Background: an optimization exercise with open tools, aiming at small area and a short achievable clock period. Do not read the settings as production practice.
The RTL was checked by simulation tests, not by an equivalence proof against the original design.
No driver is modelled on the clock port, so clocking that relies on it looks cheaper here than on a real chip.
No activity file was given, so power comes from the tool's default toggle rates.

## daq_core
module daq_core (
    input  logic        BUS_CLK,
    input  logic        BUS_RST,
    input  logic [15:0] bus_add,
    input  logic [7:0]  bus_wr_data,
    output logic [7:0]  bus_rd_data,
    input  logic        bus_rd,
    input  logic        bus_wr,
    input  logic        trig_in,
    input  logic        inj_loop_in,
    input  logic        hitor_in,
    output logic        inj_pulse,
    output logic        resetb_ext,
    output logic [4:0]  led,
    input  logic        arb_ready,
    output logic        arb_write,
    output logic [31:0] arb_data
);
Size: ~1500 cells after synthesis, ~610 flip-flops, ~80 I/O pins.
==> flow/config.mk <==
export PLATFORM = sky130hd
export DESIGN_NAME = daq_core
export DESIGN_NICKNAME = daq_core
export VERILOG_FILES = /design/flow/design.v
export SDC_FILE = /design/flow/constraint.sdc
export NUM_CORES = 4
export LEC_CHECK = 0
export ABC_CLOCK_PERIOD_IN_PS = 1500
export CAP_MARGIN = 20
export CORE_MARGIN = 2
export CORE_UTILIZATION = 75
export CTS_CLUSTER_DIAMETER = 80
export CTS_CLUSTER_SIZE = 30
export SETUP_SLACK_MARGIN = 1.35
export SLEW_MARGIN = 20
==> flow/constraint.sdc <==
create_clock -name core_clock -period 3.0 [get_ports {BUS_CLK}]
set_input_delay 0.6000 -clock core_clock [delete_from_list [all_inputs] [get_ports {BUS_CLK}]]
set_output_delay 0.6000 -clock core_clock [all_outputs]
set_load 0.01 [all_outputs]
run.sh (not shown) runs the stock make flow with config.mk's settings and CLKGATE_MAP_FILE= SYNTH_SCRIPT=/design/flow/synth_recipe.tcl, a recipe that flattens the netlist after the stock synthesis.
The starting point died in 4_1_cts, error DPL-0033.
Rerun with:
--- a/flow/config.mk
+++ b/flow/config.mk
@@ -8 +7,0 @@
-export ABC_CLOCK_PERIOD_IN_PS = 1500
@@ -11 +10 @@
-export CORE_UTILIZATION = 75
+export CORE_UTILIZATION = 70
@@ -14 +13 @@
-export SETUP_SLACK_MARGIN = 1.35
+export SETUP_SLACK_MARGIN = 1.3
- With this change the flow produced a clean layout
- synthesized area stays the same
- synthesized cell count stays the same
Rerun with:
--- a/flow/config.mk
+++ b/flow/config.mk
@@ -7,0 +8 @@
+export ABC_CLOCK_PERIOD_IN_PS = 1500
@@ -10,3 +11 @@
-export CORE_UTILIZATION = 70
-export CTS_CLUSTER_DIAMETER = 80
-export CTS_CLUSTER_SIZE = 30
+export CORE_UTILIZATION = 65
Effect: The new run finished with timing, DRC and antenna clean. Hold slack loses 0.022 ns. Global-route usage goes down by 0.69 points. Setup slack loses 0.0080 ns. Sequential power stays flat. Flip-flop and latch count does not change. First-iteration DRC count goes down by 14%. Die area goes up by 7.5%. Core utilization goes down by 1.7 points. Non-clock buffer count goes down by 7.
Rerun with:
--- a/flow/config.mk
+++ b/flow/config.mk
@@ -11,0 +12,2 @@
+export CTS_CLUSTER_DIAMETER = 80
+export CTS_CLUSTER_SIZE = 30
Clock-buffer cell count falls by 42.
Sequential share of layout area came out higher by 2.6 points.
Worst hold slack is about the same.
Rerun with:
--- a/flow/config.mk
+++ b/flow/config.mk
@@ -8 +7,0 @@
-export ABC_CLOCK_PERIOD_IN_PS = 1500
@@ -13,0 +13 @@
+export PLACE_DENSITY = 0.88
Final area is higher by 2.1%.
Clock power goes down by about 4%.
Total power goes down by 1.3%.
Fmax drops by 8.5%.
Worst setup slack is worse by 0.16 ns.
Synthesized cell count does not change.
Non-clock buffer count rises by 39.
Sequential cell count stays the same.

* * *

daq_core, a different RTL version from the one above (not shown whole).
Size in the first run: roughly 610 flip-flops, roughly 0.023 sq mm of cells after synthesis.
export LEC_CHECK = 0
export CAP_MARGIN = 20
export CORE_MARGIN = 2
export CORE_UTILIZATION = 65
export CTS_CLUSTER_DIAMETER = 80
export CTS_CLUSTER_SIZE = 30
export SETUP_SLACK_MARGIN = 1.4
export SLEW_MARGIN = 20
create_clock -name core_clock -period 3.0 [get_ports {BUS_CLK}]
standard.sh (not shown) runs the stock make flow with config.mk's settings and CLKGATE_MAP_FILE= SYNTH_SCRIPT=/design/flow/synth_recipe.tcl, a recipe that flattens the netlist after the stock synthesis.
==> flow/flow/run.sh <==
#!/bin/bash
set -euo pipefail
export OWN_FLOW_DIR="$PWD/flow"
export CTS_ARGS="-sink_clustering_enable -repair_clock_nets -sink_clustering_size 30 -sink_clustering_max_diameter 80 -dont_use_dummy_load"
export BUFFER_PORTS_ARGS="-buffer_cell sky130_fd_sc_hd__buf_2"
export POST_GLOBAL_ROUTE_TCL="$OWN_FLOW_DIR/post_grt.tcl"
export POST_CTS_TCL="$OWN_FLOW_DIR/post_cts.tcl"
export DS_LOCAL_MARGIN=1.37
export DS_GLOBAL_MARGIN=1.40
bash standard.sh > standard_flow.log 2>&1
==> flow/flow/downsize.tcl <==
# Area recovery that keeps timing: swap each cell for the smallest cell of its own
# family (same name up to the drive-strength suffix) that keeps the slack of every
# pin of the cell at or above DS_LOCAL ns and the design's worst slack at or above
# its value before the pass (or DS_GLOBAL ns if that is lower), with no new max-slew
# or max-capacitance violation and the worst hold slack kept above 0.05 ns (or its
# value before the pass if lower). Clock-tree cells, tap and filler cells are left alone.
if {![info exists ::ds_est]} { set ::ds_est {estimate_parasitics -global_routing} }
proc ds_run {local_margin global_margin} {
  set dont_use {}
  if {[info exists ::env(DONT_USE_CELLS)]} { set dont_use $::env(DONT_USE_CELLS) }
  eval $::ds_est
  set wns0 [expr {[sta::worst_slack_cmd max] * 1e9}]
  set gmin [expr {min($wns0, $global_margin)}]
  set hold0 [expr {[sta::worst_slack_cmd min] * 1e9}]
  set hmin [expr {min($hold0, 0.05)}]
  set slew0 [sta::max_slew_violation_count]
  set cap0 [sta::max_capacitance_violation_count]
  # family -> list of {area libcell}
  array set fam {}
  foreach lc [get_lib_cells sky130_fd_sc_hd__*] {
    set n [get_name $lc]
    if {[lsearch -exact $dont_use $n] >= 0} continue
    if {![regexp {^(.*)_([0-9]+)$} $n -> base drv]} continue
    lappend fam($base) [list [get_property $lc area] $n]
  }
  foreach b [array names fam] { set fam($b) [lsort -real -index 0 $fam($b)] }
  set saved 0.0
  set swaps 0
  foreach inst [get_cells *] {
    set ref [get_property $inst ref_name]
    if {![regexp {^(.*)_([0-9]+)$} $ref -> base drv]} continue
    if {[string match "*clkbuf*" $ref] || [string match "*clkinv*" $ref] || [string match "*tap*" $ref] || [string match "*fill*" $ref] || [string match "*decap*" $ref] || [string match "*conb*" $ref]} continue
    if {![info exists fam($base)]} continue
    set iname [get_full_name $inst]
    if {[string match "clk*" $iname]} continue
    set a0 [get_property [get_lib_cells $ref] area]
    foreach cand $fam($base) {
      lassign $cand a n
      if {$a >= $a0} break
      replace_cell $inst $n
      eval $::ds_est
      set ok 1
      foreach p [get_pins -of_objects $inst] {
        set s [get_property $p slack_max]
        if {$s ne "" && $s < $local_margin} { set ok 0; break }
      }
      if {$ok && [sta::worst_slack_cmd max] * 1e9 < $gmin} { set ok 0 }
      if {$ok && [sta::worst_slack_cmd min] * 1e9 < $hmin} { set ok 0 }
      if {$ok && ([sta::max_slew_violation_count] > $slew0 || [sta::max_capacitance_violation_count] > $cap0)} { set ok 0 }
      if {$ok} {
        set saved [expr {$saved + $a0 - $a}]
        incr swaps
        break
      }
      replace_cell $inst $ref
      eval $::ds_est
    }
  }
  puts "downsize: $swaps cells, [format %.1f $saved] um2 saved, worst slack [format %.3f [expr {[sta::worst_slack_cmd max]*1e9}]] (was [format %.3f $wns0]), worst hold slack [format %.3f [expr {[sta::worst_slack_cmd min]*1e9}]], slew/cap violations [sta::max_slew_violation_count]/[sta::max_capacitance_violation_count]"
}
==> flow/flow/post_cts.tcl <==
# Hook run by ORFS's cts.tcl after its timing repair (POST_CTS_TCL): take out repair
# buffers that timing no longer needs (placement parasitics).
source $::env(OWN_FLOW_DIR)/unbuffer.tcl
ub_run $::env(DS_LOCAL_MARGIN) {estimate_parasitics -placement}
report_design_area
==> flow/flow/unbuffer.tcl <==
# Remove timing-repair buffers that are no longer needed: a buffer (not a port or
# clock buffer) is taken out, its loads moved to its input net, when every former
# load pin keeps at least the given setup slack, the worst setup slack does not drop,
# the worst hold slack stays above 0.05 ns (or its value before, if lower), and no
# new max-slew or max-capacitance violation appears. Otherwise the buffer is put back.
proc ub_run {local_margin est_cmd} {
  set block [ord::get_db_block]
  eval $est_cmd
  set wns0 [expr {[sta::worst_slack_cmd max] * 1e9}]
  set hold0 [expr {[sta::worst_slack_cmd min] * 1e9}]
  set hmin [expr {min($hold0, 0.05)}]
  set slew0 [sta::max_slew_violation_count]
  set cap0 [sta::max_capacitance_violation_count]
  set removed 0
  set saved 0.0
  foreach inst [$block getInsts] {
    set master [$inst getMaster]
    set mname [$master getName]
    if {![regexp {^sky130_fd_sc_hd__buf_[0-9]+$} $mname]} continue
    set iname [$inst getName]
    if {[string match "input*" $iname] || [string match "output*" $iname] || [string match "clk*" $iname]} continue
    set a [$inst findITerm A]
    set x [$inst findITerm X]
    set in_net [$a getNet]
    set out_net [$x getNet]
    if {$in_net eq "NULL" || $out_net eq "NULL"} continue
    if {[llength [$out_net getBTerms]] > 0} continue
    if {[$in_net getSigType] ne "SIGNAL" || [$out_net getSigType] ne "SIGNAL"} continue
    set loads {}
    foreach it [$out_net getITerms] {
      if {[$it getInst] ne $inst} { lappend loads $it }
    }
    set area [expr {[$master getWidth] * [$master getHeight] / 1e6}]
    foreach it $loads { $it disconnect; $it connect $in_net }
    $a disconnect
    $x disconnect
    eval $est_cmd
    set ok 1
    foreach it $loads {
      set s [get_property [get_pins [$it getName]] slack_max]
      if {$s ne "" && $s < $local_margin} { set ok 0; break }
    }
    if {$ok && [sta::worst_slack_cmd max] * 1e9 < $wns0 - 1e-4} { set ok 0 }
    if {$ok && [sta::worst_slack_cmd min] * 1e9 < $hmin} { set ok 0 }
    if {$ok && ([sta::max_slew_violation_count] > $slew0 || [sta::max_capacitance_violation_count] > $cap0)} { set ok 0 }
    if {$ok} {
      odb::dbInst_destroy $inst
      odb::dbNet_destroy $out_net
      incr removed
      set saved [expr {$saved + $area}]
    } else {
      foreach it $loads { $it disconnect; $it connect $out_net }
      $a connect $in_net
      $x connect $out_net
      eval $est_cmd
    }
  }
  puts "unbuffer: $removed buffers removed, [format %.1f $saved] um2 saved, worst slack [format %.3f [expr {[sta::worst_slack_cmd max]*1e9}]] (was [format %.3f $wns0])"
}
Other scripts of this flow, unchanged in this note and not shown: flow/flow/post_grt.tcl
The first run completed with no timing, DRC or antenna violations.
Rerun with:
==> flow/flow/post_cts.tcl (replaced) <==
# Hook run by ORFS's cts.tcl after its timing repair (POST_CTS_TCL): take out repair
# buffers that timing no longer needs, then downsize (placement parasitics).
source $::env(OWN_FLOW_DIR)/unbuffer.tcl
source $::env(OWN_FLOW_DIR)/downsize.tcl
ub_run $::env(DS_LOCAL_MARGIN) {estimate_parasitics -placement}
set ::ds_est {estimate_parasitics -placement}
ds_run $::env(DS_LOCAL_MARGIN) $::env(DS_GLOBAL_MARGIN)
report_design_area
Effect: The changed run went through all stages and came out clean; routed wire length climbs by 1.2%; clock power hardly moves; final cell count hardly moves; worst setup slack improves by 14 ps; synthesized area is unchanged.
Rerun with:
--- a/flow/flow/downsize.tcl
+++ b/flow/flow/downsize.tcl
@@ -9,5 +9,4 @@
   set dont_use {}
   if {[info exists ::env(DONT_USE_CELLS)]} { set dont_use $::env(DONT_USE_CELLS) }
-  eval $::ds_est
   set wns0 [expr {[sta::worst_slack_cmd max] * 1e9}]
   set gmin [expr {min($wns0, $global_margin)}]
--- a/flow/flow/unbuffer.tcl
+++ b/flow/flow/unbuffer.tcl
@@ -6,5 +6,4 @@
 proc ub_run {local_margin est_cmd} {
   set block [ord::get_db_block]
-  eval $est_cmd
   set wns0 [expr {[sta::worst_slack_cmd max] * 1e9}]
   set hold0 [expr {[sta::worst_slack_cmd min] * 1e9}]
=> The changed run ran to the end with no violations. Routed wire length is higher by 0.60%. Worst hold slack hardly moves. Utilization is higher by 0.40 points.

[what the ideal ports hide]
How much do the figures lean on ideal ports? The routed layouts below were timed once more, with nothing changed but the port constraints.
Step 1 (the two cells are an assumption about what drives the block):
set clk [get_ports {BUS_CLK}]
set_driving_cell -lib_cell sky130_fd_sc_hd__clkbuf_16 $clk
set_driving_cell -lib_cell sky130_fd_sc_hd__buf_2 [delete_from_list [all_inputs] $clk]
Step 2, shift: input delay + t, output delay - t, t = (earliest + latest rising clock arrival at the registers) / 2. This alone moves slack from input paths to output paths.
Three values: ideal ports, drivers, drivers and shift; two values: the first two.
| run | t (ns) | setup WS [ns] | worst setup path after step 2 | latest minus earliest clock arrival (ns) | pins driven straight from the clock port |
|---|---|---|---|---|---|
| the second run of note 1 | 0.635 | 1.274 / 1.220 / 0.664 | input to register | 0.032 / 0.032 | 1 |
| the third run of note 1 | 0.666 | 1.266 / 1.259 / 0.660 | input to register | 0.017 / 0.018 | 1 |
| the fourth run of note 1 | 0.646 | 1.305 / 1.248 / 0.758 | input to register | 0.024 / 0.024 | 1 |
| the fifth run of note 1 | 0.639 | 1.147 / 1.147 / 0.718 | input to register | 0.046 / 0.047 | 1 |
| the first run of note 2 | 0.615 | 1.301 / 1.274 / 0.824 | input to register | 0.058 / 0.059 | 1 |
| the second run of note 2 | 0.618 | 1.315 / 1.270 / 0.797 | input to register | 0.062 / 0.062 | 1 |
| the third run of note 2 | 0.615 | 1.326 / 1.271 / 0.790 | input to register | 0.059 / 0.059 | 1 |
After both steps every run listed still meets setup and hold. The setup slack of the second run of note 1, which loses most, moves by -0.054 ns with the drivers and by -0.610 ns with both steps.
